From an optimization exercise on the open Yosys and OpenROAD flow, aimed at small area, a short achievable clock period and few clock cycles per item; shortcuts taken in it are not production practice. The RTL was checked by simulation tests, not by an equivalence proof against the original design.

## maple
// pressure_rolling_average
module pressure_rolling_average (
    input  logic         clk,
    input  logic         rst_n,
    input  logic         s_tvalid,
    output logic         s_tready,
    input  logic [15:0]  s_tdata,    
    output logic         m_tvalid,
    input  logic         m_tready,
    output logic [39:0]  m_tdata,    
    output logic         m_tuser,    
    input  logic         cfg_valid,
    output logic         cfg_ready,
    input  logic [1:0]   cfg_index,
    input  logic [12:0]  cfg_data
);
Size in the first run: roughly 5,600 cells after synthesis, ~80 I/O pins.
export LEC_CHECK = 0
export CAP_MARGIN = 20
export CORE_MARGIN = 2
export CORE_UTILIZATION = 40
export SETUP_SLACK_MARGIN = 4.6
export SLEW_MARGIN = 20
create_clock -name core_clock -period 8.5 [get_ports {clk}]
run.sh (not shown) runs the stock make flow with config.mk's settings and CLKGATE_MAP_FILE= SYNTH_SCRIPT=/design/flow/synth_recipe.tcl, a recipe that flattens the netlist after the stock synthesis.
Testbench counts of maple, summed over its fixed seeds: cycles 5,923, items 4,835.
diff inputs: maple => fjord
--- a/flow/config.mk
+++ b/flow/config.mk
@@ -11 +11 @@
-export SETUP_SLACK_MARGIN = 4.6
+export SETUP_SLACK_MARGIN = 4.4
Results
Pin count of the biggest net entering global routing ends up lower on fjord.
fjord ended with more antenna diode instance count than maple.
Taking maple as the reference point, the detailed-route wire length on metal 1 of fjord falls by about 0.9%.

========
## juniper
pressure_rolling_average, a different RTL version from the one above (not shown whole).
Size in the first run: about 5,400 cells after synthesis, ~990 flip-flops, ~80 I/O pins, roughly 0.063 mm² of cells after synthesis.
Settings: LEC_CHECK=0, CAP_MARGIN=20, CORE_MARGIN=2, CORE_UTILIZATION=40, SETUP_SLACK_MARGIN=4.2, SLEW_MARGIN=20; clock period 8.5 ns.
Testbench counts of juniper, summed over its fixed seeds: cycles 5,843, items 4,835.
Changes in nickel relative to juniper:
-- flow/config.mk --
<<< juniper, line 11
export SETUP_SLACK_MARGIN = 4.2
>>> nickel, line 11
export SETUP_SLACK_MARGIN = 3.8
Findings:
- nickel has completed all stages; timing, DRC and antenna checks passed.
- Summary: with juniper as the reference, half-perimeter wire length of the detailed placement result in nickel moved down slightly.
- Worst setup slack after layout, juniper and nickel, lower one = nickel.
- Going from juniper to nickel, wire length of the first global-routing pass has decreased, routed via count dropped 784.
- Fmax | nickel vs juniper | nickel slower
- Going from juniper to nickel, actual slew at the worst max-slew pin lower; share of the core filled with cells in the final layout lower; total length of routed wires lower.
- Delta (nickel minus juniper): multi-input combinational area share held, global-route usage decreased 0.32 points.
Input changes introduced in zinc (baseline for comparison: nickel):
-- flow/config.mk --
<<< nickel, line 11
export SETUP_SLACK_MARGIN = 3.8
>>> zinc, line 11
export SETUP_SLACK_MARGIN = 3.0
## What came out
- zinc reached the final stage; the timing, DRC and antenna checks on its layout passed.
- nickel: PASS, flow complete, no timing, DRC or antenna violations
- From zinc to nickel, adder-cell share of the synthesized area did not move at all.
- zinc vs nickel, maximum cell stage delay along the critical path went down by 0.02 ns.
- Transition at the pin with the smallest max-transition slack, zinc and nickel: smaller value in nickel
- Taking nickel as the reference point, the clock skew of zinc falls by 0.0076 ns.
- | iteration count of the initial detailed-routing pass | nickel vs zinc | ≈ equal |
- A launch point of the critical path of u_ring.bctl_reg[4] is what nickel shows, while m_tready belongs to zinc.
- | count of clock-buffer cells in the layout | higher: zinc |
Relative to zinc, the following input files were edited for ember:
-- flow/config.mk --
<<< zinc, line 11
export SETUP_SLACK_MARGIN = 3.0
>>> ember, line 11
export SETUP_SLACK_MARGIN = 4.6
Findings:
ember ran to completion and came out clean on the timing, DRC and antenna checks. From zinc to ember the numbers moved as follows: number of nets in the layout shows an increase of 370; overall fraction of global-route tracks in use picked up an extra 1.1 points; wire length of the first global-routing pass saw an increase; worst slack on hold paths went up 0.0043 ns.

[port drivers added, routing unchanged]
In the flow no input, the clock included, has a driving cell. The finished layouts below were timed again as built, in two steps. Step 1 sets driving cells, clkbuf_16 on the clock port and buf_2 on the other inputs (assumed; they add their load-dependent delay and slew). Step 2 adds t to the input delays and takes it off the output delays; t is the mean of the earliest and latest rising clock arrival at the registers after step 1. Input paths then give back, and output paths get back, about the clock's delay inside the block. Three values: no drivers, after step 1, after step 2; two values: the first two.
| run | t, ns | setup WS [ns] | hold WS [ns] |
|---|---|---|---|
| maple | 0.847 | 4.323 / 4.323 / 3.808 | 0.397 / 0.397 / 0.397 |
| fjord | 0.824 | 4.367 / 4.367 / 3.672 | 0.364 / 0.364 / 0.364 |
| juniper | 0.825 | 4.087 / 4.087 / 3.485 | 0.406 / 0.406 / 0.406 |
| nickel | 0.830 | 3.932 / 3.932 / 3.366 | 0.404 / 0.404 / 0.404 |
| zinc | 0.832 | 3.275 / 3.328 / 2.496 | 0.403 / 0.403 / 0.403 |
| ember | 0.843 | 4.209 / 4.209 / 3.760 | 0.408 / 0.408 / 0.408 |
After both steps every run listed still meets setup and hold. For zinc, which loses most, drivers alone change the setup slack by +0.053 ns; drivers and shift together by -0.779 ns.
